From an optimization exercise on the open Yosys and OpenROAD flow, aimed at small area, a short achievable clock period and few clock cycles per item; shortcuts taken in it are not production practice.
The RTL was checked by simulation tests, not by an equivalence proof against the original design.
Power is estimated from default activity; no workload was simulated.

[design/flow/flow/run.sh]
#!/bin/bash
# Layout flow: the standard flow (standard.sh, unchanged synthesis and
# steps) with three settings changed on make's command line:
#  - the port buffers that buffer_ports inserts are buf_4 cells, not its
#    default pick (a slow delay buffer);
#  - clock tree synthesis inserts no dummy loads (CTS_ARGS repeats ORFS's
#    own arguments and adds -dont_use_dummy_load).
# make's full output goes to flow.log in the work folder; ORFS keeps each
# step's log under orfs/logs.
set -euo pipefail
sed 's|"\${@:-finish}"|"BUFFER_PORTS_ARGS=-buffer_cell sky130_fd_sc_hd__buf_4" SETUP_SLACK_MARGIN=5.5 "CTS_ARGS=-sink_clustering_enable -repair_clock_nets -dont_use_dummy_load" "${@:-finish}"|' \
   standard.sh > standard_own.sh
grep -q 'SETUP_SLACK_MARGIN=5.5' standard_own.sh
bash standard_own.sh > flow.log 2>&1
[design/flow/standard.sh]
#!/bin/bash
# synth_recipe.tcl (not shown) runs the flow's synth.tcl, then flattens the netlist and writes it again
# the make line also repeats each setting of config.mk as NAME=value (left out here)
make -C /OpenROAD-flow-scripts/flow DESIGN_CONFIG=/design/flow/config.mk WORK_HOME=/design/flow/orfs CLKGATE_MAP_FILE= SYNTH_SCRIPT=/design/flow/synth_recipe.tcl "${@:-finish}"
[design/flow/config.mk]
export PLATFORM = sky130hd
export DESIGN_NAME = wave_gen_top
export DESIGN_NICKNAME = wave_gen_top
export VERILOG_FILES = /design/flow/design.v
export SDC_FILE = /design/flow/constraint.sdc
export NUM_CORES = 4
export LEC_CHECK = 0
export CAP_MARGIN = 20
export CORE_MARGIN = 2
export CORE_UTILIZATION = 40
export SLEW_MARGIN = 20
[design/flow/constraint.sdc]
create_clock -name core_clock -period 9.0 [get_ports {CLOCK}]
set_input_delay 1.8000 -clock core_clock [delete_from_list [all_inputs] [get_ports {CLOCK}]]
set_output_delay 1.8000 -clock core_clock [all_outputs]
set_load 0.01 [all_outputs]
[design/flow/design.v]
package wave_gen_pkg;
   localparam logic [1:0] WAVE_SINE  = 2'd0;
   localparam logic [1:0] WAVE_PULSE = 2'd1;
   localparam logic [1:0] WAVE_TRI   = 2'd2;
   localparam logic [1:0] WAVE_SAW   = 2'd3;
   typedef enum logic [1:0] {
      ST_IDLE  = 2'd0,
      ST_ISSUE = 2'd1,
      ST_DRAIN = 2'd2,
      ST_DONE  = 2'd3
   } wg_state_t;
   localparam logic [1:0] RST_WAVE = WAVE_SINE;
   localparam int         RST_STEP = 0;
   localparam int         RST_MIN  = 0;
   localparam logic [6:0] RST_DUTY = 7'd50;
   localparam logic [6:0] DUTY_MAX = 7'd100;
endpackage
module sine_lut #(
   parameter int DW = 12
) (
   input  logic [7:0]    idx_i,
   input  logic          neg_i,
   output logic [DW-1:0] u_o
);
   logic [DW-2:0] e_sel;
   sine_rom u_rom (
      .idx_i (idx_i),
      .e_o   (e_sel)
   );
   assign u_o = {~neg_i, e_sel ^ {(DW-1){neg_i}}};
endmodule
module sine_rom (
   input  logic [7:0]  idx_i,
   output logic [10:0] e_o
);
   always_comb begin
      case (idx_i)
         8'd0: e_o = 11'd6;
         8'd1: e_o = 11'd19;
         8'd2: e_o = 11'd31;
         8'd3: e_o = 11'd44;
         8'd4: e_o = 11'd57;
         8'd5: e_o = 11'd69;
         8'd6: e_o = 11'd82;
         8'd7: e_o = 11'd94;
         8'd8: e_o = 11'd107;
         8'd9: e_o = 11'd119;
         8'd10: e_o = 11'd132;
         8'd11: e_o = 11'd144;
         8'd12: e_o = 11'd157;
         8'd13: e_o = 11'd169;
         8'd14: e_o = 11'd182;
         8'd15: e_o = 11'd194;
         8'd16: e_o = 11'd207;
         8'd17: e_o = 11'd219;
         8'd18: e_o = 11'd232;
         8'd19: e_o = 11'd244;
         8'd20: e_o = 11'd257;
         8'd21: e_o = 11'd269;
         8'd22: e_o = 11'd282;
         8'd23: e_o = 11'd294;
         8'd24: e_o = 11'd307;
         8'd25: e_o = 11'd319;
         8'd26: e_o = 11'd331;
         8'd27: e_o = 11'd344;
         8'd28: e_o = 11'd356;
         8'd29: e_o = 11'd369;
         8'd30: e_o = 11'd381;
         8'd31: e_o = 11'd393;
         8'd32: e_o = 11'd406;
         8'd33: e_o = 11'd418;
         8'd34: e_o = 11'd430;
         8'd35: e_o = 11'd442;
         8'd36: e_o = 11'd455;
         8'd37: e_o = 11'd467;
         8'd38: e_o = 11'd479;
         8'd39: e_o = 11'd491;
         8'd40: e_o = 11'd503;
         8'd41: e_o = 11'd516;
         8'd42: e_o = 11'd528;
         8'd43: e_o = 11'd540;
         8'd44: e_o = 11'd552;
         8'd45: e_o = 11'd564;
         8'd46: e_o = 11'd576;
         8'd47: e_o = 11'd588;
         8'd48: e_o = 11'd600;
         8'd49: e_o = 11'd612;
         8'd50: e_o = 11'd624;
         8'd51: e_o = 11'd636;
         8'd52: e_o = 11'd648;
         8'd53: e_o = 11'd660;
         8'd54: e_o = 11'd672;
         8'd55: e_o = 11'd684;
         8'd56: e_o = 11'd696;
         8'd57: e_o = 11'd707;
         8'd58: e_o = 11'd719;
         8'd59: e_o = 11'd731;
         8'd60: e_o = 11'd743;
         8'd61: e_o = 11'd754;
         8'd62: e_o = 11'd766;
         8'd63: e_o = 11'd778;
         8'd64: e_o = 11'd789;
         8'd65: e_o = 11'd801;
         8'd66: e_o = 11'd812;
         8'd67: e_o = 11'd824;
         8'd68: e_o = 11'd835;
         8'd69: e_o = 11'd847;
         8'd70: e_o = 11'd858;
         8'd71: e_o = 11'd870;
         8'd72: e_o = 11'd881;
         8'd73: e_o = 11'd892;
         8'd74: e_o = 11'd903;
         8'd75: e_o = 11'd915;
         8'd76: e_o = 11'd926;
         8'd77: e_o = 11'd937;
         8'd78: e_o = 11'd948;
         8'd79: e_o = 11'd959;
         8'd80: e_o = 11'd970;
         8'd81: e_o = 11'd982;
         8'd82: e_o = 11'd993;
         8'd83: e_o = 11'd1003;
         8'd84: e_o = 11'd1014;
         8'd85: e_o = 11'd1025;
         8'd86: e_o = 11'd1036;
         8'd87: e_o = 11'd1047;
         8'd88: e_o = 11'd1058;
         8'd89: e_o = 11'd1068;
         8'd90: e_o = 11'd1079;
         8'd91: e_o = 11'd1090;
         8'd92: e_o = 11'd1100;
         8'd93: e_o = 11'd1111;
         8'd94: e_o = 11'd1122;
         8'd95: e_o = 11'd1132;
         8'd96: e_o = 11'd1142;
         8'd97: e_o = 11'd1153;
         8'd98: e_o = 11'd1163;
         8'd99: e_o = 11'd1174;
         8'd100: e_o = 11'd1184;
         8'd101: e_o = 11'd1194;
         8'd102: e_o = 11'd1204;
         8'd103: e_o = 11'd1214;
         8'd104: e_o = 11'd1224;
         8'd105: e_o = 11'd1234;
         8'd106: e_o = 11'd1244;
         8'd107: e_o = 11'd1254;
         8'd108: e_o = 11'd1264;
         8'd109: e_o = 11'd1274;
         8'd110: e_o = 11'd1284;
         8'd111: e_o = 11'd1294;
         8'd112: e_o = 11'd1303;
         8'd113: e_o = 11'd1313;
         8'd114: e_o = 11'd1323;
         8'd115: e_o = 11'd1332;
         8'd116: e_o = 11'd1342;
         8'd117: e_o = 11'd1351;
         8'd118: e_o = 11'd1361;
         8'd119: e_o = 11'd1370;
         8'd120: e_o = 11'd1379;
         8'd121: e_o = 11'd1389;
         8'd122: e_o = 11'd1398;
         8'd123: e_o = 11'd1407;
         8'd124: e_o = 11'd1416;
         8'd125: e_o = 11'd1425;
         8'd126: e_o = 11'd1434;
         8'd127: e_o = 11'd1443;
         8'd128: e_o = 11'd1452;
         8'd129: e_o = 11'd1461;
         8'd130: e_o = 11'd1469;
         8'd131: e_o = 11'd1478;
         8'd132: e_o = 11'd1487;
         8'd133: e_o = 11'd1495;
         8'd134: e_o = 11'd1504;
         8'd135: e_o = 11'd1513;
         8'd136: e_o = 11'd1521;
         8'd137: e_o = 11'd1529;
         8'd138: e_o = 11'd1538;
         8'd139: e_o = 11'd1546;
         8'd140: e_o = 11'd1554;
         8'd141: e_o = 11'd1562;
         8'd142: e_o = 11'd1570;
         8'd143: e_o = 11'd1578;
         8'd144: e_o = 11'd1586;
         8'd145: e_o = 11'd1594;
         8'd146: e_o = 11'd1602;
         8'd147: e_o = 11'd1610;
         8'd148: e_o = 11'd1618;
         8'd149: e_o = 11'd1625;
         8'd150: e_o = 11'd1633;
         8'd151: e_o = 11'd1640;
         8'd152: e_o = 11'd1648;
         8'd153: e_o = 11'd1655;
         8'd154: e_o = 11'd1663;
         8'd155: e_o = 11'd1670;
         8'd156: e_o = 11'd1677;
         8'd157: e_o = 11'd1684;
         8'd158: e_o = 11'd1691;
         8'd159: e_o = 11'd1699;
         8'd160: e_o = 11'd1705;
         8'd161: e_o = 11'd1712;
         8'd162: e_o = 11'd1719;
         8'd163: e_o = 11'd1726;
         8'd164: e_o = 11'd1733;
         8'd165: e_o = 11'd1739;
         8'd166: e_o = 11'd1746;
         8'd167: e_o = 11'd1753;
         8'd168: e_o = 11'd1759;
         8'd169: e_o = 11'd1765;
         8'd170: e_o = 11'd1772;
         8'd171: e_o = 11'd1778;
         8'd172: e_o = 11'd1784;
         8'd173: e_o = 11'd1790;
         8'd174: e_o = 11'd1796;
         8'd175: e_o = 11'd1802;
         8'd176: e_o = 11'd1808;
         8'd177: e_o = 11'd1814;
         8'd178: e_o = 11'd1820;
         8'd179: e_o = 11'd1826;
         8'd180: e_o = 11'd1831;
         8'd181: e_o = 11'd1837;
         8'd182: e_o = 11'd1842;
         8'd183: e_o = 11'd1848;
         8'd184: e_o = 11'd1853;
         8'd185: e_o = 11'd1858;
         8'd186: e_o = 11'd1864;
         8'd187: e_o = 11'd1869;
         8'd188: e_o = 11'd1874;
         8'd189: e_o = 11'd1879;
         8'd190: e_o = 11'd1884;
         8'd191: e_o = 11'd1889;
         8'd192: e_o = 11'd1894;
         8'd193: e_o = 11'd1898;
         8'd194: e_o = 11'd1903;
         8'd195: e_o = 11'd1908;
         8'd196: e_o = 11'd1912;
         8'd197: e_o = 11'd1917;
         8'd198: e_o = 11'd1921;
         8'd199: e_o = 11'd1925;
         8'd200: e_o = 11'd1929;
         8'd201: e_o = 11'd1934;
         8'd202: e_o = 11'd1938;
         8'd203: e_o = 11'd1942;
         8'd204: e_o = 11'd1946;
         8'd205: e_o = 11'd1950;
         8'd206: e_o = 11'd1953;
         8'd207: e_o = 11'd1957;
         8'd208: e_o = 11'd1961;
         8'd209: e_o = 11'd1964;
         8'd210: e_o = 11'd1968;
         8'd211: e_o = 11'd1971;
         8'd212: e_o = 11'd1975;
         8'd213: e_o = 11'd1978;
         8'd214: e_o = 11'd1981;
         8'd215: e_o = 11'd1984;
         8'd216: e_o = 11'd1987;
         8'd217: e_o = 11'd1990;
         8'd218: e_o = 11'd1993;
         8'd219: e_o = 11'd1996;
         8'd220: e_o = 11'd1999;
         8'd221: e_o = 11'd2001;
         8'd222: e_o = 11'd2004;
         8'd223: e_o = 11'd2006;
         8'd224: e_o = 11'd2009;
         8'd225: e_o = 11'd2011;
         8'd226: e_o = 11'd2014;
         8'd227: e_o = 11'd2016;
         8'd228: e_o = 11'd2018;
         8'd229: e_o = 11'd2020;
         8'd230: e_o = 11'd2022;
         8'd231: e_o = 11'd2024;
         8'd232: e_o = 11'd2026;
         8'd233: e_o = 11'd2028;
         8'd234: e_o = 11'd2029;
         8'd235: e_o = 11'd2031;
         8'd236: e_o = 11'd2032;
         8'd237: e_o = 11'd2034;
         8'd238: e_o = 11'd2035;
         8'd239: e_o = 11'd2037;
         8'd240: e_o = 11'd2038;
         8'd241: e_o = 11'd2039;
         8'd242: e_o = 11'd2040;
         8'd243: e_o = 11'd2041;
         8'd244: e_o = 11'd2042;
         8'd245: e_o = 11'd2043;
         8'd246: e_o = 11'd2044;
         8'd247: e_o = 11'd2044;
         8'd248: e_o = 11'd2045;
         8'd249: e_o = 11'd2045;
         8'd250: e_o = 11'd2046;
         8'd251: e_o = 11'd2046;
         8'd252: e_o = 11'd2047;
         8'd253: e_o = 11'd2047;
         8'd254: e_o = 11'd2047;
         8'd255: e_o = 11'd2047;
         default: e_o = 11'd0;
      endcase
   end
endmodule
module wave_gen_multi #(
   parameter int NCH = 2,
   parameter int DW  = 12,
   parameter int PW  = 24,
   localparam int CHW = (NCH > 1) ? $clog2(NCH) : 1
) (
   input  logic              CLOCK,
   input  logic              RESET,
   input  logic              tick,
   input  logic [NCH-1:0]    enable,
   input  logic              cfg_valid,
   output logic              cfg_ready,
   input  logic [CHW-1:0]    cfg_ch,
   input  logic [1:0]        cfg_wave,
   input  logic [PW-1:0]     cfg_step,
   input  logic [DW-1:0]     cfg_min,
   input  logic [DW-1:0]     cfg_max,
   input  logic [6:0]        cfg_duty,
   output logic              cfg_err,
   output logic [NCH*DW-1:0] sample,
   output logic              sample_valid,
   output logic              overrun
);
   logic ready_q;
   assign cfg_ready = ready_q;
   logic [PW-1:0]  phase_q    [NCH];
   logic [7:0]     sidx_q     [NCH];
   logic [1:0]     act_wave_q [NCH];
   logic [PW-1:0]  act_step_q [NCH];
   logic [DW-1:0]  act_min_q  [NCH];
   logic [DW-1:0]  act_rng_q  [NCH];
   logic [10:0]    act_thr_q  [NCH];
   logic [1:0]     sh_wave_q  [NCH];
   logic [PW-1:0]  sh_step_q  [NCH];
   logic [DW-1:0]  sh_min_q   [NCH];
   logic [DW-1:0]  sh_rng_q   [NCH];
   logic [10:0]    sh_thr_q   [NCH];
   logic [NCH-1:0] sh_set_q;
   logic          cfg_acc;
   logic          cfg_bad;
   logic          cfg_en;
   assign cfg_acc  = cfg_valid && cfg_ready;
   assign cfg_bad  = (cfg_min > cfg_max) || (cfg_duty > wave_gen_pkg::DUTY_MAX) ||
                     (int'(cfg_ch) >= NCH);
   assign cfg_en   = (int'(cfg_ch) < NCH) ? enable[cfg_ch] : 1'b1;
   logic           in_cfg_q;
   logic           in_en_q;
   logic [CHW-1:0] in_ch_q;
   logic [1:0]     in_wave_q;
   logic [PW-1:0]  in_step_q;
   logic [DW-1:0]  in_min_q;
   logic [DW-1:0]  in_rng_q;
   logic [6:0]     in_duty_q;
   always_ff @(posedge CLOCK) begin
      in_en_q   <= cfg_en;
      in_ch_q   <= cfg_ch;
      in_wave_q <= cfg_wave;
      in_step_q <= cfg_step;
      in_min_q  <= cfg_min;
      in_rng_q  <= cfg_max - cfg_min;
      in_duty_q <= cfg_duty;
   end
   logic          cfg_wr;
   logic [DW-1:0] cfg_rng;
   logic [10:0]   cfg_thr;
   assign cfg_wr   = in_cfg_q && !cfg_err_q;
   assign cfg_rng  = in_rng_q;
   function automatic logic [10:0] duty_thr(input int d);
      duty_thr = 11'((d * 1024 + 99) / 100);
   endfunction
   logic [10:0] thr_rom [128];
   for (genvar g = 0; g < 128; g++) begin : g_thr
      localparam logic [10:0] THR = duty_thr(g);
      assign thr_rom[g] = THR;
   end
   assign cfg_thr = thr_rom[in_duty_q];
   logic sample_valid_q;
   logic cfg_err_q;
   logic overrun_q;
   logic tick_acc;
   assign tick_acc = tick && cfg_ready;
   logic [NCH-1:0] cfg_wr_c;
   always_comb begin
      for (int c = 0; c < NCH; c++) begin
         cfg_wr_c[c] = cfg_wr && (in_ch_q == CHW'(c));
      end
   end
   logic [DW-1:0]  u_d    [NCH];
   logic [PW:0]    sum_w  [NCH];
   for (genvar c = 0; c < NCH; c++) begin : g_lane
      logic [PW-1:0] p;
      logic [DW-1:0] tri_t;
      logic          pulse_hi;
      logic [DW-1:0] lut_u;
      assign p     = phase_q[c];
      assign tri_t = p[PW-2 -: DW];
      assign sum_w[c] = {1'b0, p} + {1'b0, act_step_q[c]};
      sine_lut #(.DW(DW)) u_sine_lut (
         .idx_i (sidx_q[c]),
         .neg_i (p[PW-1]),
         .u_o   (lut_u)
      );
      always_comb begin
         pulse_hi = 11'(p[PW-1 -: 10]) < act_thr_q[c];
         case (act_wave_q[c])
            wave_gen_pkg::WAVE_SAW:   u_d[c] = p[PW-1 -: DW];
            wave_gen_pkg::WAVE_TRI:   u_d[c] = p[PW-1] ? ~tri_t : tri_t;
            wave_gen_pkg::WAVE_PULSE: u_d[c] = pulse_hi ? '1 : '0;
            default:                  u_d[c] = lut_u;
         endcase
         if (!enable[c]) begin
            u_d[c] = '0;
         end
      end
   end
   logic [DW-1:0]  s1_u_q   [NCH];
   logic [DW-1:0]  s1_min_q [NCH];
   logic [DW-1:0]  s1_rng_q [NCH];
   logic           s1_valid_q;
   logic           s2_valid_q;
   always_ff @(posedge CLOCK) begin
      for (int c = 0; c < NCH; c++) begin
         s1_u_q[c]   <= u_d[c];
         s1_min_q[c] <= act_min_q[c];
         s1_rng_q[c] <= act_rng_q[c];
      end
   end
   logic [2*DW-1:0] s2_s_q   [NCH];
   logic [2*DW-1:0] s2_c_q   [NCH];
   for (genvar c = 0; c < NCH; c++) begin : g_mul
      logic [2*DW-1:0] ms;
      logic [2*DW-1:0] mc;
      csa_mul u_mul (
         .a (s1_rng_q[c]),
         .b (s1_u_q[c]),
         .m (s1_min_q[c]),
         .s (ms),
         .c (mc)
      );
      always_ff @(posedge CLOCK) begin
         s2_s_q[c]   <= ms;
         s2_c_q[c]   <= mc;
      end
   end
   logic [NCH*DW-1:0] sample_q;
   always_ff @(posedge CLOCK) begin
      for (int c = 0; c < NCH; c++) begin
         sample_q[c*DW +: DW] <= DW'((s2_s_q[c] + s2_c_q[c]) >> DW);
      end
   end
   always_ff @(posedge CLOCK) begin
      for (int c = 0; c < NCH; c++) begin
         if (cfg_wr_c[c]) begin
            sh_wave_q[c] <= in_wave_q;
            sh_step_q[c] <= in_step_q;
            sh_min_q[c]  <= in_min_q;
            sh_rng_q[c]  <= cfg_rng;
            sh_thr_q[c]  <= cfg_thr;
         end
      end
   end
   always_ff @(posedge CLOCK or posedge RESET) begin
      if (RESET) begin
         for (int c = 0; c < NCH; c++) begin
            phase_q[c]    <= '0;
            sidx_q[c]     <= '0;
            act_wave_q[c] <= wave_gen_pkg::RST_WAVE;
            act_step_q[c] <= PW'(wave_gen_pkg::RST_STEP);
            act_min_q[c]  <= DW'(wave_gen_pkg::RST_MIN);
            act_rng_q[c]  <= '1;
            act_thr_q[c]  <= duty_thr(int'(wave_gen_pkg::RST_DUTY));
         end
         ready_q        <= 1'b1;
         in_cfg_q       <= 1'b0;
         sh_set_q       <= '0;
         s1_valid_q     <= 1'b0;
         s2_valid_q     <= 1'b0;
         sample_valid_q <= 1'b0;
         cfg_err_q      <= 1'b0;
         overrun_q      <= 1'b0;
      end else begin
         for (int c = 0; c < NCH; c++) begin
            if (tick_acc) begin
               if (enable[c]) begin
                  phase_q[c] <= sum_w[c][PW-1:0];
                  sidx_q[c]  <= sum_w[c][PW-2] ? ~sum_w[c][PW-3 -: 8] : sum_w[c][PW-3 -: 8];
                  if (sum_w[c][PW] && sh_set_q[c] && !cfg_wr_c[c]) begin
                     act_wave_q[c] <= sh_wave_q[c];
                     act_step_q[c] <= sh_step_q[c];
                     act_min_q[c]  <= sh_min_q[c];
                     act_rng_q[c]  <= sh_rng_q[c];
                     act_thr_q[c]  <= sh_thr_q[c];
                  end
               end else begin
                  phase_q[c] <= '0;
                  sidx_q[c]  <= '0;
               end
            end
            if (cfg_wr_c[c]) begin
               sh_set_q[c] <= 1'b1;
               if (!in_en_q || (tick_acc && enable[c] && sum_w[c][PW])) begin
                  act_wave_q[c] <= in_wave_q;
                  act_step_q[c] <= in_step_q;
                  act_min_q[c]  <= in_min_q;
                  act_rng_q[c]  <= cfg_rng;
                  act_thr_q[c]  <= cfg_thr;
               end
            end
         end
         ready_q        <= !(cfg_acc && !cfg_bad && !cfg_en);
         in_cfg_q       <= cfg_acc;
         s1_valid_q     <= tick_acc;
         sample_valid_q <= s2_valid_q;
         s2_valid_q     <= s1_valid_q;
         cfg_err_q      <= cfg_acc && cfg_bad;
         if (tick && !cfg_ready) begin
            overrun_q <= 1'b1;
         end
      end
   end
   assign sample       = sample_q;
   assign sample_valid = sample_valid_q;
   assign cfg_err      = cfg_err_q;
   assign overrun      = overrun_q;
endmodule
module csa_mul (
   input  logic [11:0] a,
   input  logic [11:0] b,
   input  logic [11:0] m,
   output logic [23:0] s,
   output logic [23:0] c
);
   logic pp1;
   logic pp2;
   logic pp3;
   logic pp4;
   logic pp5;
   logic pp6;
   logic pp7;
   logic pp8;
   logic pp9;
   logic pp10;
   logic pp11;
   logic pp12;
   logic pp13;
   logic pp14;
   logic pp15;
   logic pp16;
   logic pp17;
   logic pp18;
   logic pp19;
   logic pp20;
   logic pp21;
   logic pp22;
   logic pp23;
   logic pp24;
   logic pp25;
   logic pp26;
   logic pp27;
   logic pp28;
   logic pp29;
   logic pp30;
   logic pp31;
   logic pp32;
   logic pp33;
   logic pp34;
   logic pp35;
   logic pp36;
   logic pp37;
   logic pp38;
   logic pp39;
   logic pp40;
   logic pp41;
   logic pp42;
   logic pp43;
   logic pp44;
   logic pp45;
   logic pp46;
   logic pp47;
   logic pp48;
   logic pp49;
   logic pp50;
   logic pp51;
   logic pp52;
   logic pp53;
   logic pp54;
   logic pp55;
   logic pp56;
   logic pp57;
   logic pp58;
   logic pp59;
   logic pp60;
   logic pp61;
   logic pp62;
   logic pp63;
   logic pp64;
   logic pp65;
   logic pp66;
   logic pp67;
   logic pp68;
   logic pp69;
   logic pp70;
   logic pp71;
   logic pp72;
   logic pp73;
   logic pp74;
   logic pp75;
   logic pp76;
   logic pp77;
   logic pp78;
   logic pp79;
   logic pp80;
   logic pp81;
   logic pp82;
   logic pp83;
   logic pp84;
   logic pp85;
   logic pp86;
   logic pp87;
   logic pp88;
   logic pp89;
   logic pp90;
   logic pp91;
   logic pp92;
   logic pp93;
   logic pp94;
   logic pp95;
   logic pp96;
   logic pp97;
   logic pp98;
   logic pp99;
   logic pp100;
   logic pp101;
   logic pp102;
   logic pp103;
   logic pp104;
   logic pp105;
   logic pp106;
   logic pp107;
   logic pp108;
   logic pp109;
   logic pp110;
   logic pp111;
   logic pp112;
   logic pp113;
   logic pp114;
   logic pp115;
   logic pp116;
   logic pp117;
   logic pp118;
   logic pp119;
   logic pp120;
   logic pp121;
   logic pp122;
   logic pp123;
   logic pp124;
   logic pp125;
   logic pp126;
   logic pp127;
   logic pp128;
   logic pp129;
   logic pp130;
   logic pp131;
   logic pp132;
   logic pp133;
   logic pp134;
   logic pp135;
   logic pp136;
   logic pp137;
   logic pp138;
   logic pp139;
   logic pp140;
   logic pp141;
   logic pp142;
   logic pp143;
   logic pp144;
   logic s145;
   logic c146;
   logic s147;
   logic c148;
   logic s149;
   logic c150;
   logic s151;
   logic c152;
   logic s153;
   logic c154;
   logic s155;
   logic c156;
   logic s157;
   logic c158;
   logic s159;
   logic c160;
   logic s161;
   logic c162;
   logic s163;
   logic c164;
   logic s165;
   logic c166;
   logic s167;
   logic c168;
   logic s169;
   logic c170;
   logic s171;
   logic c172;
   logic s173;
   logic c174;
   logic s175;
   logic c176;
   logic s177;
   logic c178;
   logic s179;
   logic c180;
   logic s181;
   logic c182;
   logic s183;
   logic c184;
   logic s185;
   logic c186;
   logic s187;
   logic c188;
   logic s189;
   logic c190;
   logic s191;
   logic c192;
   logic s193;
   logic c194;
   logic s195;
   logic c196;
   logic s197;
   logic c198;
   logic s199;
   logic c200;
   logic s201;
   logic c202;
   logic s203;
   logic c204;
   logic s205;
   logic c206;
   logic s207;
   logic c208;
   logic s209;
   logic c210;
   logic s211;
   logic c212;
   logic s213;
   logic c214;
   logic s215;
   logic c216;
   logic s217;
   logic c218;
   logic s219;
   logic c220;
   logic s221;
   logic c222;
   logic s223;
   logic c224;
   logic s225;
   logic c226;
   logic s227;
   logic c228;
   logic s229;
   logic c230;
   logic s231;
   logic c232;
   logic s233;
   logic c234;
   logic s235;
   logic c236;
   logic s237;
   logic c238;
   logic s239;
   logic c240;
   logic s241;
   logic c242;
   logic s243;
   logic c244;
   logic s245;
   logic c246;
   logic s247;
   logic c248;
   logic s249;
   logic c250;
   logic s251;
   logic c252;
   logic s253;
   logic c254;
   logic s255;
   logic c256;
   logic s257;
   logic c258;
   logic s259;
   logic c260;
   logic s261;
   logic c262;
   logic s263;
   logic c264;
   logic s265;
   logic c266;
   logic s267;
   logic c268;
   logic s269;
   logic c270;
   logic s271;
   logic c272;
   logic s273;
   logic c274;
   logic s275;
   logic c276;
   logic s277;
   logic c278;
   logic s279;
   logic c280;
   logic s281;
   logic c282;
   logic s283;
   logic c284;
   logic s285;
   logic c286;
   logic s287;
   logic c288;
   logic s289;
   logic c290;
   logic s291;
   logic c292;
   logic s293;
   logic c294;
   logic s295;
   logic c296;
   logic s297;
   logic c298;
   logic s299;
   logic c300;
   logic s301;
   logic c302;
   logic s303;
   logic c304;
   logic s305;
   logic c306;
   logic s307;
   logic c308;
   logic s309;
   logic c310;
   logic s311;
   logic c312;
   logic s313;
   logic c314;
   logic s315;
   logic c316;
   logic s317;
   logic c318;
   logic s319;
   logic c320;
   logic s321;
   logic c322;
   logic s323;
   logic c324;
   logic s325;
   logic c326;
   logic s327;
   logic c328;
   logic s329;
   logic c330;
   logic s331;
   logic c332;
   logic s333;
   logic c334;
   logic s335;
   logic c336;
   logic s337;
   logic c338;
   logic s339;
   logic c340;
   logic s341;
   logic c342;
   logic s343;
   logic c344;
   logic s345;
   logic c346;
   logic s347;
   logic c348;
   logic s349;
   logic c350;
   logic s351;
   logic c352;
   logic s353;
   logic c354;
   logic s355;
   logic c356;
   logic s357;
   logic c358;
   logic s359;
   logic c360;
   logic s361;
   logic c362;
   logic s363;
   logic c364;
   logic s365;
   logic c366;
   logic s367;
   logic c368;
   logic s369;
   logic c370;
   logic s371;
   logic c372;
   logic s373;
   logic c374;
   logic s375;
   logic c376;
   logic s377;
   logic c378;
   logic s379;
   logic c380;
   logic s381;
   logic c382;
   logic s383;
   logic c384;
   logic s385;
   logic c386;
   logic s387;
   logic c388;
   logic s389;
   logic c390;
   logic s391;
   logic c392;
   logic s393;
   logic c394;
   logic s395;
   logic c396;
   logic s397;
   logic c398;
   logic s399;
   logic c400;
   logic s401;
   logic c402;
   logic s403;
   logic c404;
   logic s405;
   logic c406;
   logic s407;
   logic c408;
   assign pp1 = a[0] & b[0];
   assign pp2 = a[0] & b[1];
   assign pp3 = a[0] & b[2];
   assign pp4 = a[0] & b[3];
   assign pp5 = a[0] & b[4];
   assign pp6 = a[0] & b[5];
   assign pp7 = a[0] & b[6];
   assign pp8 = a[0] & b[7];
   assign pp9 = a[0] & b[8];
   assign pp10 = a[0] & b[9];
   assign pp11 = a[0] & b[10];
   assign pp12 = a[0] & b[11];
   assign pp13 = a[1] & b[0];
   assign pp14 = a[1] & b[1];
   assign pp15 = a[1] & b[2];
   assign pp16 = a[1] & b[3];
   assign pp17 = a[1] & b[4];
   assign pp18 = a[1] & b[5];
   assign pp19 = a[1] & b[6];
   assign pp20 = a[1] & b[7];
   assign pp21 = a[1] & b[8];
   assign pp22 = a[1] & b[9];
   assign pp23 = a[1] & b[10];
   assign pp24 = a[1] & b[11];
   assign pp25 = a[2] & b[0];
   assign pp26 = a[2] & b[1];
   assign pp27 = a[2] & b[2];
   assign pp28 = a[2] & b[3];
   assign pp29 = a[2] & b[4];
   assign pp30 = a[2] & b[5];
   assign pp31 = a[2] & b[6];
   assign pp32 = a[2] & b[7];
   assign pp33 = a[2] & b[8];
   assign pp34 = a[2] & b[9];
   assign pp35 = a[2] & b[10];
   assign pp36 = a[2] & b[11];
   assign pp37 = a[3] & b[0];
   assign pp38 = a[3] & b[1];
   assign pp39 = a[3] & b[2];
   assign pp40 = a[3] & b[3];
   assign pp41 = a[3] & b[4];
   assign pp42 = a[3] & b[5];
   assign pp43 = a[3] & b[6];
   assign pp44 = a[3] & b[7];
   assign pp45 = a[3] & b[8];
   assign pp46 = a[3] & b[9];
   assign pp47 = a[3] & b[10];
   assign pp48 = a[3] & b[11];
   assign pp49 = a[4] & b[0];
   assign pp50 = a[4] & b[1];
   assign pp51 = a[4] & b[2];
   assign pp52 = a[4] & b[3];
   assign pp53 = a[4] & b[4];
   assign pp54 = a[4] & b[5];
   assign pp55 = a[4] & b[6];
   assign pp56 = a[4] & b[7];
   assign pp57 = a[4] & b[8];
   assign pp58 = a[4] & b[9];
   assign pp59 = a[4] & b[10];
   assign pp60 = a[4] & b[11];
   assign pp61 = a[5] & b[0];
   assign pp62 = a[5] & b[1];
   assign pp63 = a[5] & b[2];
   assign pp64 = a[5] & b[3];
   assign pp65 = a[5] & b[4];
   assign pp66 = a[5] & b[5];
   assign pp67 = a[5] & b[6];
   assign pp68 = a[5] & b[7];
   assign pp69 = a[5] & b[8];
   assign pp70 = a[5] & b[9];
   assign pp71 = a[5] & b[10];
   assign pp72 = a[5] & b[11];
   assign pp73 = a[6] & b[0];
   assign pp74 = a[6] & b[1];
   assign pp75 = a[6] & b[2];
   assign pp76 = a[6] & b[3];
   assign pp77 = a[6] & b[4];
   assign pp78 = a[6] & b[5];
   assign pp79 = a[6] & b[6];
   assign pp80 = a[6] & b[7];
   assign pp81 = a[6] & b[8];
   assign pp82 = a[6] & b[9];
   assign pp83 = a[6] & b[10];
   assign pp84 = a[6] & b[11];
   assign pp85 = a[7] & b[0];
   assign pp86 = a[7] & b[1];
   assign pp87 = a[7] & b[2];
   assign pp88 = a[7] & b[3];
   assign pp89 = a[7] & b[4];
   assign pp90 = a[7] & b[5];
   assign pp91 = a[7] & b[6];
   assign pp92 = a[7] & b[7];
   assign pp93 = a[7] & b[8];
   assign pp94 = a[7] & b[9];
   assign pp95 = a[7] & b[10];
   assign pp96 = a[7] & b[11];
   assign pp97 = a[8] & b[0];
   assign pp98 = a[8] & b[1];
   assign pp99 = a[8] & b[2];
   assign pp100 = a[8] & b[3];
   assign pp101 = a[8] & b[4];
   assign pp102 = a[8] & b[5];
   assign pp103 = a[8] & b[6];
   assign pp104 = a[8] & b[7];
   assign pp105 = a[8] & b[8];
   assign pp106 = a[8] & b[9];
   assign pp107 = a[8] & b[10];
   assign pp108 = a[8] & b[11];
   assign pp109 = a[9] & b[0];
   assign pp110 = a[9] & b[1];
   assign pp111 = a[9] & b[2];
   assign pp112 = a[9] & b[3];
   assign pp113 = a[9] & b[4];
   assign pp114 = a[9] & b[5];
   assign pp115 = a[9] & b[6];
   assign pp116 = a[9] & b[7];
   assign pp117 = a[9] & b[8];
   assign pp118 = a[9] & b[9];
   assign pp119 = a[9] & b[10];
   assign pp120 = a[9] & b[11];
   assign pp121 = a[10] & b[0];
   assign pp122 = a[10] & b[1];
   assign pp123 = a[10] & b[2];
   assign pp124 = a[10] & b[3];
   assign pp125 = a[10] & b[4];
   assign pp126 = a[10] & b[5];
   assign pp127 = a[10] & b[6];
   assign pp128 = a[10] & b[7];
   assign pp129 = a[10] & b[8];
   assign pp130 = a[10] & b[9];
   assign pp131 = a[10] & b[10];
   assign pp132 = a[10] & b[11];
   assign pp133 = a[11] & b[0];
   assign pp134 = a[11] & b[1];
   assign pp135 = a[11] & b[2];
   assign pp136 = a[11] & b[3];
   assign pp137 = a[11] & b[4];
   assign pp138 = a[11] & b[5];
   assign pp139 = a[11] & b[6];
   assign pp140 = a[11] & b[7];
   assign pp141 = a[11] & b[8];
   assign pp142 = a[11] & b[9];
   assign pp143 = a[11] & b[10];
   assign pp144 = a[11] & b[11];
   assign s145 = pp9 ^ pp20;
   assign c146 = pp9 & pp20;
   assign s147 = pp10 ^ pp21 ^ pp32;
   assign c148 = (pp10 & pp21) | (pp10 & pp32) | (pp21 & pp32);
   assign s149 = pp43 ^ pp54;
   assign c150 = pp43 & pp54;
   assign s151 = pp11 ^ pp22 ^ pp33;
   assign c152 = (pp11 & pp22) | (pp11 & pp33) | (pp22 & pp33);
   assign s153 = pp44 ^ pp55 ^ pp66;
   assign c154 = (pp44 & pp55) | (pp44 & pp66) | (pp55 & pp66);
   assign s155 = pp77 ^ pp88;
   assign c156 = pp77 & pp88;
   assign s157 = pp12 ^ pp23 ^ pp34;
   assign c158 = (pp12 & pp23) | (pp12 & pp34) | (pp23 & pp34);
   assign s159 = pp45 ^ pp56 ^ pp67;
   assign c160 = (pp45 & pp56) | (pp45 & pp67) | (pp56 & pp67);
   assign s161 = pp78 ^ pp89 ^ pp100;
   assign c162 = (pp78 & pp89) | (pp78 & pp100) | (pp89 & pp100);
   assign s163 = pp111 ^ pp122;
   assign c164 = pp111 & pp122;
   assign s165 = pp24 ^ pp35 ^ pp46;
   assign c166 = (pp24 & pp35) | (pp24 & pp46) | (pp35 & pp46);
   assign s167 = pp57 ^ pp68 ^ pp79;
   assign c168 = (pp57 & pp68) | (pp57 & pp79) | (pp68 & pp79);
   assign s169 = pp90 ^ pp101 ^ pp112;
   assign c170 = (pp90 & pp101) | (pp90 & pp112) | (pp101 & pp112);
   assign s171 = pp123 ^ pp134;
   assign c172 = pp123 & pp134;
   assign s173 = pp36 ^ pp47 ^ pp58;
   assign c174 = (pp36 & pp47) | (pp36 & pp58) | (pp47 & pp58);
   assign s175 = pp69 ^ pp80 ^ pp91;
   assign c176 = (pp69 & pp80) | (pp69 & pp91) | (pp80 & pp91);
   assign s177 = pp102 ^ pp113 ^ pp124;
   assign c178 = (pp102 & pp113) | (pp102 & pp124) | (pp113 & pp124);
   assign s179 = pp48 ^ pp59 ^ pp70;
   assign c180 = (pp48 & pp59) | (pp48 & pp70) | (pp59 & pp70);
   assign s181 = pp81 ^ pp92 ^ pp103;
   assign c182 = (pp81 & pp92) | (pp81 & pp103) | (pp92 & pp103);
   assign s183 = pp60 ^ pp71 ^ pp82;
   assign c184 = (pp60 & pp71) | (pp60 & pp82) | (pp71 & pp82);
   assign s185 = pp6 ^ pp17;
   assign c186 = pp6 & pp17;
   assign s187 = pp7 ^ pp18 ^ pp29;
   assign c188 = (pp7 & pp18) | (pp7 & pp29) | (pp18 & pp29);
   assign s189 = pp40 ^ pp51;
   assign c190 = pp40 & pp51;
   assign s191 = pp8 ^ pp19 ^ pp30;
   assign c192 = (pp8 & pp19) | (pp8 & pp30) | (pp19 & pp30);
   assign s193 = pp41 ^ pp52 ^ pp63;
   assign c194 = (pp41 & pp52) | (pp41 & pp63) | (pp52 & pp63);
   assign s195 = pp74 ^ pp85;
   assign c196 = pp74 & pp85;
   assign s197 = s145 ^ pp31 ^ pp42;
   assign c198 = (s145 & pp31) | (s145 & pp42) | (pp31 & pp42);
   assign s199 = pp53 ^ pp64 ^ pp75;
   assign c200 = (pp53 & pp64) | (pp53 & pp75) | (pp64 & pp75);
   assign s201 = pp86 ^ pp97 ^ b[8];
   assign c202 = (pp86 & pp97) | (pp86 & b[8]) | (pp97 & b[8]);
   assign s203 = s147 ^ s149 ^ pp65;
   assign c204 = (s147 & s149) | (s147 & pp65) | (s149 & pp65);
   assign s205 = pp76 ^ pp87 ^ pp98;
   assign c206 = (pp76 & pp87) | (pp76 & pp98) | (pp87 & pp98);
   assign s207 = pp109 ^ b[9] ^ c146;
   assign c208 = (pp109 & b[9]) | (pp109 & c146) | (b[9] & c146);
   assign s209 = s151 ^ s153 ^ s155;
   assign c210 = (s151 & s153) | (s151 & s155) | (s153 & s155);
   assign s211 = pp99 ^ pp110 ^ pp121;
   assign c212 = (pp99 & pp110) | (pp99 & pp121) | (pp110 & pp121);
   assign s213 = b[10] ^ c148 ^ c150;
   assign c214 = (b[10] & c148) | (b[10] & c150) | (c148 & c150);
   assign s215 = s157 ^ s159 ^ s161;
   assign c216 = (s157 & s159) | (s157 & s161) | (s159 & s161);
   assign s217 = s163 ^ pp133 ^ b[11];
   assign c218 = (s163 & pp133) | (s163 & b[11]) | (pp133 & b[11]);
   assign s219 = c152 ^ c154 ^ c156;
   assign c220 = (c152 & c154) | (c152 & c156) | (c154 & c156);
   assign s221 = s165 ^ s167 ^ s169;
   assign c222 = (s165 & s167) | (s165 & s169) | (s167 & s169);
   assign s223 = s171 ^ m[0] ^ c158;
   assign c224 = (s171 & m[0]) | (s171 & c158) | (m[0] & c158);
   assign s225 = c160 ^ c162 ^ c164;
   assign c226 = (c160 & c162) | (c160 & c164) | (c162 & c164);
   assign s227 = s173 ^ s175 ^ s177;
   assign c228 = (s173 & s175) | (s173 & s177) | (s175 & s177);
   assign s229 = pp135 ^ m[1] ^ c166;
   assign c230 = (pp135 & m[1]) | (pp135 & c166) | (m[1] & c166);
   assign s231 = c168 ^ c170 ^ c172;
   assign c232 = (c168 & c170) | (c168 & c172) | (c170 & c172);
   assign s233 = s179 ^ s181 ^ pp114;
   assign c234 = (s179 & s181) | (s179 & pp114) | (s181 & pp114);
   assign s235 = pp125 ^ pp136 ^ m[2];
   assign c236 = (pp125 & pp136) | (pp125 & m[2]) | (pp136 & m[2]);
   assign s237 = c174 ^ c176 ^ c178;
   assign c238 = (c174 & c176) | (c174 & c178) | (c176 & c178);
   assign s239 = s183 ^ pp93 ^ pp104;
   assign c240 = (s183 & pp93) | (s183 & pp104) | (pp93 & pp104);
   assign s241 = pp115 ^ pp126 ^ pp137;
   assign c242 = (pp115 & pp126) | (pp115 & pp137) | (pp126 & pp137);
   assign s243 = m[3] ^ c180 ^ c182;
   assign c244 = (m[3] & c180) | (m[3] & c182) | (c180 & c182);
   assign s245 = pp72 ^ pp83 ^ pp94;
   assign c246 = (pp72 & pp83) | (pp72 & pp94) | (pp83 & pp94);
   assign s247 = pp105 ^ pp116 ^ pp127;
   assign c248 = (pp105 & pp116) | (pp105 & pp127) | (pp116 & pp127);
   assign s249 = pp138 ^ m[4] ^ c184;
   assign c250 = (pp138 & m[4]) | (pp138 & c184) | (m[4] & c184);
   assign s251 = pp84 ^ pp95 ^ pp106;
   assign c252 = (pp84 & pp95) | (pp84 & pp106) | (pp95 & pp106);
   assign s253 = pp117 ^ pp128 ^ pp139;
   assign c254 = (pp117 & pp128) | (pp117 & pp139) | (pp128 & pp139);
   assign s255 = pp96 ^ pp107 ^ pp118;
   assign c256 = (pp96 & pp107) | (pp96 & pp118) | (pp107 & pp118);
   assign s257 = pp4 ^ pp15;
   assign c258 = pp4 & pp15;
   assign s259 = pp5 ^ pp16 ^ pp27;
   assign c260 = (pp5 & pp16) | (pp5 & pp27) | (pp16 & pp27);
   assign s261 = pp38 ^ pp49;
   assign c262 = pp38 & pp49;
   assign s263 = s185 ^ pp28 ^ pp39;
   assign c264 = (s185 & pp28) | (s185 & pp39) | (pp28 & pp39);
   assign s265 = pp50 ^ pp61 ^ b[5];
   assign c266 = (pp50 & pp61) | (pp50 & b[5]) | (pp61 & b[5]);
   assign s267 = s187 ^ s189 ^ pp62;
   assign c268 = (s187 & s189) | (s187 & pp62) | (s189 & pp62);
   assign s269 = pp73 ^ b[6] ^ c186;
   assign c270 = (pp73 & b[6]) | (pp73 & c186) | (b[6] & c186);
   assign s271 = s191 ^ s193 ^ s195;
   assign c272 = (s191 & s193) | (s191 & s195) | (s193 & s195);
   assign s273 = b[7] ^ c188 ^ c190;
   assign c274 = (b[7] & c188) | (b[7] & c190) | (c188 & c190);
   assign s275 = s197 ^ s199 ^ s201;
   assign c276 = (s197 & s199) | (s197 & s201) | (s199 & s201);
   assign s277 = c192 ^ c194 ^ c196;
   assign c278 = (c192 & c194) | (c192 & c196) | (c194 & c196);
   assign s279 = s203 ^ s205 ^ s207;
   assign c280 = (s203 & s205) | (s203 & s207) | (s205 & s207);
   assign s281 = c198 ^ c200 ^ c202;
   assign c282 = (c198 & c200) | (c198 & c202) | (c200 & c202);
   assign s283 = s209 ^ s211 ^ s213;
   assign c284 = (s209 & s211) | (s209 & s213) | (s211 & s213);
   assign s285 = c204 ^ c206 ^ c208;
   assign c286 = (c204 & c206) | (c204 & c208) | (c206 & c208);
   assign s287 = s215 ^ s217 ^ s219;
   assign c288 = (s215 & s217) | (s215 & s219) | (s217 & s219);
   assign s289 = c210 ^ c212 ^ c214;
   assign c290 = (c210 & c212) | (c210 & c214) | (c212 & c214);
   assign s291 = s221 ^ s223 ^ s225;
   assign c292 = (s221 & s223) | (s221 & s225) | (s223 & s225);
   assign s293 = c216 ^ c218 ^ c220;
   assign c294 = (c216 & c218) | (c216 & c220) | (c218 & c220);
   assign s295 = s227 ^ s229 ^ s231;
   assign c296 = (s227 & s229) | (s227 & s231) | (s229 & s231);
   assign s297 = c222 ^ c224 ^ c226;
   assign c298 = (c222 & c224) | (c222 & c226) | (c224 & c226);
   assign s299 = s233 ^ s235 ^ s237;
   assign c300 = (s233 & s235) | (s233 & s237) | (s235 & s237);
   assign s301 = c228 ^ c230 ^ c232;
   assign c302 = (c228 & c230) | (c228 & c232) | (c230 & c232);
   assign s303 = s239 ^ s241 ^ s243;
   assign c304 = (s239 & s241) | (s239 & s243) | (s241 & s243);
   assign s305 = c234 ^ c236 ^ c238;
   assign c306 = (c234 & c236) | (c234 & c238) | (c236 & c238);
   assign s307 = s245 ^ s247 ^ s249;
   assign c308 = (s245 & s247) | (s245 & s249) | (s247 & s249);
   assign s309 = c240 ^ c242 ^ c244;
   assign c310 = (c240 & c242) | (c240 & c244) | (c242 & c244);
   assign s311 = s251 ^ s253 ^ m[5];
   assign c312 = (s251 & s253) | (s251 & m[5]) | (s253 & m[5]);
   assign s313 = c246 ^ c248 ^ c250;
   assign c314 = (c246 & c248) | (c246 & c250) | (c248 & c250);
   assign s315 = s255 ^ pp129 ^ pp140;
   assign c316 = (s255 & pp129) | (s255 & pp140) | (pp129 & pp140);
   assign s317 = m[6] ^ c252 ^ c254;
   assign c318 = (m[6] & c252) | (m[6] & c254) | (c252 & c254);
   assign s319 = pp108 ^ pp119 ^ pp130;
   assign c320 = (pp108 & pp119) | (pp108 & pp130) | (pp119 & pp130);
   assign s321 = pp141 ^ m[7] ^ c256;
   assign c322 = (pp141 & m[7]) | (pp141 & c256) | (m[7] & c256);
   assign s323 = pp120 ^ pp131 ^ pp142;
   assign c324 = (pp120 & pp131) | (pp120 & pp142) | (pp131 & pp142);
   assign s325 = pp3 ^ pp14;
   assign c326 = pp3 & pp14;
   assign s327 = s257 ^ pp26 ^ pp37;
   assign c328 = (s257 & pp26) | (s257 & pp37) | (pp26 & pp37);
   assign s329 = s259 ^ s261 ^ b[4];
   assign c330 = (s259 & s261) | (s259 & b[4]) | (s261 & b[4]);
   assign s331 = s263 ^ s265 ^ c260;
   assign c332 = (s263 & s265) | (s263 & c260) | (s265 & c260);
   assign s333 = s267 ^ s269 ^ c264;
   assign c334 = (s267 & s269) | (s267 & c264) | (s269 & c264);
   assign s335 = s271 ^ s273 ^ c268;
   assign c336 = (s271 & s273) | (s271 & c268) | (s273 & c268);
   assign s337 = s275 ^ s277 ^ c272;
   assign c338 = (s275 & s277) | (s275 & c272) | (s277 & c272);
   assign s339 = s279 ^ s281 ^ c276;
   assign c340 = (s279 & s281) | (s279 & c276) | (s281 & c276);
   assign s341 = s283 ^ s285 ^ c280;
   assign c342 = (s283 & s285) | (s283 & c280) | (s285 & c280);
   assign s343 = s287 ^ s289 ^ c284;
   assign c344 = (s287 & s289) | (s287 & c284) | (s289 & c284);
   assign s345 = s291 ^ s293 ^ c288;
   assign c346 = (s291 & s293) | (s291 & c288) | (s293 & c288);
   assign s347 = s295 ^ s297 ^ c292;
   assign c348 = (s295 & s297) | (s295 & c292) | (s297 & c292);
   assign s349 = s299 ^ s301 ^ c296;
   assign c350 = (s299 & s301) | (s299 & c296) | (s301 & c296);
   assign s351 = s303 ^ s305 ^ c300;
   assign c352 = (s303 & s305) | (s303 & c300) | (s305 & c300);
   assign s353 = s307 ^ s309 ^ c304;
   assign c354 = (s307 & s309) | (s307 & c304) | (s309 & c304);
   assign s355 = s311 ^ s313 ^ c308;
   assign c356 = (s311 & s313) | (s311 & c308) | (s313 & c308);
   assign s357 = s315 ^ s317 ^ c312;
   assign c358 = (s315 & s317) | (s315 & c312) | (s317 & c312);
   assign s359 = s319 ^ s321 ^ c316;
   assign c360 = (s319 & s321) | (s319 & c316) | (s321 & c316);
   assign s361 = s323 ^ m[8] ^ c320;
   assign c362 = (s323 & m[8]) | (s323 & c320) | (m[8] & c320);
   assign s363 = pp132 ^ pp143 ^ m[9];
   assign c364 = (pp132 & pp143) | (pp132 & m[9]) | (pp143 & m[9]);
   assign s365 = pp2 ^ pp13;
   assign c366 = pp2 & pp13;
   assign s367 = s325 ^ pp25 ^ b[2];
   assign c368 = (s325 & pp25) | (s325 & b[2]) | (pp25 & b[2]);
   assign s369 = s327 ^ b[3] ^ c326;
   assign c370 = (s327 & b[3]) | (s327 & c326) | (b[3] & c326);
   assign s371 = s329 ^ c258 ^ c328;
   assign c372 = (s329 & c258) | (s329 & c328) | (c258 & c328);
   assign s373 = s331 ^ c262 ^ c330;
   assign c374 = (s331 & c262) | (s331 & c330) | (c262 & c330);
   assign s375 = s333 ^ c266 ^ c332;
   assign c376 = (s333 & c266) | (s333 & c332) | (c266 & c332);
   assign s377 = s335 ^ c270 ^ c334;
   assign c378 = (s335 & c270) | (s335 & c334) | (c270 & c334);
   assign s379 = s337 ^ c274 ^ c336;
   assign c380 = (s337 & c274) | (s337 & c336) | (c274 & c336);
   assign s381 = s339 ^ c278 ^ c338;
   assign c382 = (s339 & c278) | (s339 & c338) | (c278 & c338);
   assign s383 = s341 ^ c282 ^ c340;
   assign c384 = (s341 & c282) | (s341 & c340) | (c282 & c340);
   assign s385 = s343 ^ c286 ^ c342;
   assign c386 = (s343 & c286) | (s343 & c342) | (c286 & c342);
   assign s387 = s345 ^ c290 ^ c344;
   assign c388 = (s345 & c290) | (s345 & c344) | (c290 & c344);
   assign s389 = s347 ^ c294 ^ c346;
   assign c390 = (s347 & c294) | (s347 & c346) | (c294 & c346);
   assign s391 = s349 ^ c298 ^ c348;
   assign c392 = (s349 & c298) | (s349 & c348) | (c298 & c348);
   assign s393 = s351 ^ c302 ^ c350;
   assign c394 = (s351 & c302) | (s351 & c350) | (c302 & c350);
   assign s395 = s353 ^ c306 ^ c352;
   assign c396 = (s353 & c306) | (s353 & c352) | (c306 & c352);
   assign s397 = s355 ^ c310 ^ c354;
   assign c398 = (s355 & c310) | (s355 & c354) | (c310 & c354);
   assign s399 = s357 ^ c314 ^ c356;
   assign c400 = (s357 & c314) | (s357 & c356) | (c314 & c356);
   assign s401 = s359 ^ c318 ^ c358;
   assign c402 = (s359 & c318) | (s359 & c358) | (c318 & c358);
   assign s403 = s361 ^ c322 ^ c360;
   assign c404 = (s361 & c322) | (s361 & c360) | (c322 & c360);
   assign s405 = s363 ^ c324 ^ c362;
   assign c406 = (s363 & c324) | (s363 & c362) | (c324 & c362);
   assign s407 = pp144 ^ m[10] ^ c364;
   assign c408 = (pp144 & m[10]) | (pp144 & c364) | (m[10] & c364);
   assign s[0] = pp1;
   assign c[0] = b[0];
   assign s[1] = s365;
   assign c[1] = b[1];
   assign s[2] = s367;
   assign c[2] = c366;
   assign s[3] = s369;
   assign c[3] = c368;
   assign s[4] = s371;
   assign c[4] = c370;
   assign s[5] = s373;
   assign c[5] = c372;
   assign s[6] = s375;
   assign c[6] = c374;
   assign s[7] = s377;
   assign c[7] = c376;
   assign s[8] = s379;
   assign c[8] = c378;
   assign s[9] = s381;
   assign c[9] = c380;
   assign s[10] = s383;
   assign c[10] = c382;
   assign s[11] = s385;
   assign c[11] = c384;
   assign s[12] = s387;
   assign c[12] = c386;
   assign s[13] = s389;
   assign c[13] = c388;
   assign s[14] = s391;
   assign c[14] = c390;
   assign s[15] = s393;
   assign c[15] = c392;
   assign s[16] = s395;
   assign c[16] = c394;
   assign s[17] = s397;
   assign c[17] = c396;
   assign s[18] = s399;
   assign c[18] = c398;
   assign s[19] = s401;
   assign c[19] = c400;
   assign s[20] = s403;
   assign c[20] = c402;
   assign s[21] = s405;
   assign c[21] = c404;
   assign s[22] = s407;
   assign c[22] = c406;
   assign s[23] = m[11];
   assign c[23] = c408;
endmodule
module wave_gen_top (
   input  logic         CLOCK,
   input  logic         RESET,
   input  logic         tick,
   input  logic [5:0]   enable,
   input  logic         cfg_valid,
   output logic         cfg_ready,
   input  logic [2:0]   cfg_ch,
   input  logic [1:0]   cfg_wave,
   input  logic [23:0]  cfg_step,
   input  logic [11:0]  cfg_min,
   input  logic [11:0]  cfg_max,
   input  logic [6:0]   cfg_duty,
   output logic         cfg_err,
   output logic [71:0]  sample,
   output logic         sample_valid,
   output logic         overrun
);
   wave_gen_multi #(.NCH(6), .DW(12), .PW(24)) u_gen (
      .CLOCK        (CLOCK),
      .RESET        (RESET),
      .tick         (tick),
      .enable       (enable),
      .cfg_valid    (cfg_valid),
      .cfg_ready    (cfg_ready),
      .cfg_ch       (cfg_ch),
      .cfg_wave     (cfg_wave),
      .cfg_step     (cfg_step),
      .cfg_min      (cfg_min),
      .cfg_max      (cfg_max),
      .cfg_duty     (cfg_duty),
      .cfg_err      (cfg_err),
      .sample       (sample),
      .sample_valid (sample_valid),
      .overrun      (overrun)
   );
endmodule
==> results.txt <==
==> final cells by class <==
| type | instances | share of cell area, % |
|---|---|---|
| multi-input cells | 7586 | 52.1 |
| flip-flops and latches | 1574 | 32.1 |
| repair buffers | 608 | 5.26 |
| clock buffers | 177 | 3.67 |
| well taps | 3515 | 3.65 |
| inverters | 997 | 3.20 |
| diodes | 15 | 0.0311 |
| repair inverters | 3 | 0.0166 |
==> registers in the layout, summed over array words and instances (netlist names), 24 cells and up <==
name              flops
u_gen.act_min_q      72
u_gen.act_rng_q      72
u_gen.act_step_q    144
u_gen.act_thr_q      66
u_gen.in_step_q      24
u_gen.phase_q       144
u_gen.s1_min_q       72
u_gen.s1_rng_q       72
u_gen.s1_u_q         72
u_gen.s2_c_q        144
u_gen.s2_s_q        144
u_gen.sample_q       72
u_gen.sh_min_q       72
u_gen.sh_rng_q       72
u_gen.sh_step_q     144
u_gen.sh_thr_q       66
u_gen.sidx_q         48
==> per-stage QoR <==
stage	cells	hold slack (ns)	setup slack, ns	utilization (%)
6_report	14475	0.293	5.33	45.9
3_3_place_gp	13924	0.314	3.40	41.8
4_1_cts	14271	0.290	5.34	44.8
3_5_place_dp	13924	0.312	3.21	41.8
2_1_floorplan	10870	0.310	-0.513	-
5_1_grt	14468	0.295	5.25	45.9
==> per-layer routing <==
metal | routed length, microns | vias up | share of wire [%] | global-route usage, %
met5 | 143 | - | 0.042 | 0
met4 | 14700 | 22 | 4.3 | 10.1
met3 | 27700 | 770 | 8.0 | 4.26
met2 | 156000 | 3651 | 45 | 38.6
met1 | 146000 | 42110 | 42 | 33.7
li1 | - | 37566 | - | -
==> timing repair <==
| action | CTS | global route |
|---|---|---|
| buffers inserted | 132 | 170 |
| setup endpoints to repair | 599 | 559 |
| gates resized for setup | 476 | 319 |
| gates cloned | 38 | 17 |
| pin swaps | 45 | 106 |
==> worst register-to-register path, cell delays in order, from the launching register on <==
cell	delay (ns)
dfrtp_2	0.41
ha_4	0.17
inv_2	0.04
fa_2	0.33
and2b_1	0.22
o31a_1	0.17
o211ai_1	0.13
a211oi_2	0.31
o21ai_2	0.12
and3b_2	0.23
o21a_1	0.19
or3b_4	0.45
buf_8	0.18
clkbuf_16	0.18
a32o_1	0.20
mux2_4	0.25
==> cells in the mapped netlist (105+ instances only) <==
master | n | area [sq um]
inv_1 | 983 | 3690
nand2_1 | 982 | 3690
fa_1 | 727 | 14600
and2_1 | 653 | 4090
dfxtp_1 | 637 | 12800
a21oi_1 | 597 | 2990
o21ai_0 | 584 | 2920
nor2_1 | 552 | 2070
clkbuf_1 | 540 | 2030
ha_1 | 504 | 6310
dfrtp_1 | 492 | 12300
edfxtp_1 | 366 | 11000
mux2i_1 | 220 | 2200
nor3_1 | 170 | 851
xnor2_1 | 164 | 1440
mux2_2 | 162 | 1820
a211oi_1 | 149 | 1120
nand3_1 | 134 | 671
nor2b_1 | 132 | 826
o21a_1 | 131 | 983
nand2b_1 | 130 | 813
xor2_1 | 116 | 1020
a21o_1 | 105 | 788
a31oi_1 | 105 | 657
==> report_power, final <==
group | leakage [nW] | switching [mW] | total, mW | internal [mW]
clock | 2.18 | 2.76 | 6.18 | 3.42
sequential | 15.7 | 2.78 | 12.8 | 10.0
combinational | 34.4 | 14.4 | 25.1 | 10.8
==> worst max-delay path by stage <==
stage                                   end  slack (ns)  depth (start not counted)
detailed placement    u_gen.act_min_q[2][4]        3.21                          9
CTS                 u_gen.act_step_q[1][20]        5.34                         17
global route        u_gen.act_step_q[3][19]        5.25                         18
floorplan             u_gen.act_min_q[0][0]       -0.51                          1
finish              u_gen.act_step_q[3][13]        5.33                         15
global placement      u_gen.act_min_q[2][5]        3.40                          9
==> placed cells by master (no fill, tap or decap), types with 193 or more instances in the layout <==
cell type	instances
inv_1	949
nand2_1	973
dfrtp_1	463
and2_1	646
dfxtp_1	486
edfxtp_1	366
fa_1	712
nor2_1	526
o21ai_0	569
clkbuf_16	193
mux2i_1	213
buf_4	456
ha_1	466
a21oi_1	587
==> cell families after synthesis <==
kind of cell / synth area share, %
adders and majority gates: 19.7
xor gates and xnor gates: 2.36
AOI/OAI and AO/OA: 16.6
and+or+nand+nor: 13.7
muxes: 5.24
buffers and inverters: 6.30
DFF: 36.1
==> load_flow_metrics.sql <==
INSERT INTO impl_metrics (metric_group, metric, value, unit) VALUES
('floorplanning', 'coreArea', '263000', 'sq um'),
('global_routing', 'first_pass_grt_wire_length', '518', 'mm'),
('setup_path', 'slowest_stage', 'or3b_4', ''),
('floorplanning', 'effective_utilization_at_floorplan', '40.3', '%'),
('power_and_ir_drop', 'static-leakage-power', '52.3', 'nW'),
('hold_path', 'holdCritStartpoint', 'u_gen.s1_min_q[4][11]', ''),
('timing', 'worst_slew_pin_slew', '1.20', 'ns'),
('hold_path', 'hold_path_depth', '0', ''),
('final_layout', 'area_of_combinational_cells_with_multiple_inputs', '62800', 'sq um'),
('global_routing', 'first_global_vias', '84034', ''),
('place', 'number_of_i_o_port_buffers', '145', ''),
('floorplanning', 'fp-row-count', '188', ''),
('synthesis', 'netlist-cell-type-count', '106', ''),
('detailed_routing', 'dr.pass1.iters', '8', ''),
('global_routing', 'grt_start_max_net_pins', '148', ''),
('timing', 'setup_total_negative_slack', '0', 'ns'),
('detailed_routing', 'post_drt_wl_per_cell', '23.8', 'microns'),
('timing', 'rsz_0062_raised_after_global_routing', 'true', ''),
('timing', 'timing.clock.skew', '0.0977', 'ns'),
('timing', 'post-route-min-period', '3.67', 'ns'),
('clock_network', 'cts.sinks', '1574', ''),
('hold_path', 'worstHoldPathType', 'register to register', ''),
('place', 'gp_congestion', '0.950', ''),
('final_layout', 'final_area', '121000', 'sq um'),
('setup_path', 'worst_r2r_startpoint', 'u_gen.act_step_q[3][0]', ''),
('setup_path', 'critical_path.cell_chain', 'ha_4 -> inv_2 -> fa_2 -> and2b_1 -> o31a_1 -> o211ai_1 -> a211oi_2 -> o21ai_2 -> and3b_2 -> o21a_1 -> or3b_4 -> buf_8 -> clkbuf_16 -> a32o_1 -> mux2_4', ''),
('outcome', 'run_status', 'timing/DRC/antenna clean', ''),
('clock_network', 'cts.hold.buffers_added', '0', ''),
('floorplanning', 'io_pins', '146', ''),
('detailed_routing', 'residual_antenna_violating_net_count_after_detailed_routing', '0', ''),
('detailed_routing', 'route.final.wire_length', '344', 'mm'),
('setup_path', 'crit_path_start', 'u_gen.act_step_q[3][0]', ''),
('setup_path', 'critPathCaptureType', 'register', ''),
('timing', 'final_min_period_over_clock_period', '40.8', '%'),
('setup_path', 'critical_setup_path_class', 'register to register', ''),
('power_and_ir_drop', 'power_density', '366', 'nW/um^2'),
('clock_network', 'clk_pin_slew', '0.06', 'ns'),
('hold_path', 'hold_path_end', 'u_gen.s2_s_q[4][23]', ''),
('timing', 'max_freq', '272', 'MHz'),
('final_layout', 'final_net_count', '12248', ''),
('detailed_routing', 'routed_via_density', '5.81', ''),
('clock_network', 'cts-root-to-sink-buffers', '3', ''),
('global_routing', 'initial_antenna_violation_count', '28', ''),
('final_layout', 'fraction_of_final_layout_cells_with_drive_strength_greater_than_1', '15.0', '%'),
('setup_path', 'r2r_slack', '5.33', 'ns'),
('setup_path', 'cpPeakStageDelay', '0.45', 'ns'),
('clock_network', 'tritoncts', 'yes', ''),
('synthesis', 'synth.ff_latch_count', '1574', ''),
('synthesis', 'synthesis.area', '106000', 'sq um'),
('detailed_routing', 'drc', '0', ''),
('clock_network', 'cts-root-buf', 'clkbuf_16', ''),
('clock_network', 'clk-insertion-delay-late', '0.84', 'ns'),
('final_layout', 'layout_overhead_on_the_synthesized_area', '14.0', '%'),
('timing', 'final-hold-violation-count', '0', ''),
('setup_path', 'cpLargestDelayFamily', 'compound AO/OA/AOI/OAI gates', ''),
('synthesis', 'synth_top_flop_cell', 'dfxtp_1', ''),
('final_layout', 'fillCellCount', '24487', ''),
('place', 'detailed_place.area', '110000', 'sq um'),
('clock_network', 'cts_htree_levels', '4', ''),
('flow_run', 'max_cap_violations', '0', ''),
('setup_path', 'path_buf_inv', '3', ''),
('setup_path', 'data_required_time_at_the_worst_endpoint', '9.69', 'ns'),
('place', 'hpwl', '223', 'mm'),
('synthesis', 'edff_count_synth', '366', ''),
('timing', 'finalMaxSlewViolations', '0', ''),
('synthesis', 'post_synth_inst_count', '10870', ''),
('timing', 'setup_viol', '0', ''),
('final_layout', 'regArea', '38700', 'sq um'),
('setup_path', 'timing.critical_path.arrival', '4.37', 'ns'),
('floorplanning', 'chipWidth', '518', 'microns'),
('power_and_ir_drop', 'power.ir.vdd_worst', '0.224', 'mV');
Testbench counts, summed over its fixed seeds: cycles 6,938, items 5,628.

[re-timing with driven ports]
The results above use ideal ports. As a check the final layout listed here was re-extracted and re-timed, cells and wires unchanged.
Step 1 (the two cells are an assumption about what drives the block):
set clk [get_ports {CLOCK}]
set_driving_cell -lib_cell sky130_fd_sc_hd__clkbuf_16 $clk
set_driving_cell -lib_cell sky130_fd_sc_hd__buf_2 [delete_from_list [all_inputs] $clk]
Step 2 also shifts input and output timing later by t, the mid clock arrival at the registers, as if the neighbouring blocks saw the same clock.
a / b / c = ideal ports / drivers / drivers and shift; a / b = the first two.
t (ns): 0.881
slack for setup (ns): 5.325 / 5.325 / 4.567
worst setup path after step 2: input to register
slew at the worst register clock pin (ns): 0.07 / 0.07
pins driven straight from the clock port: 1
After both steps this run still meets setup and hold. The setup slack of this run moves by 0.000 ns with the drivers and by -0.758 ns with both steps.
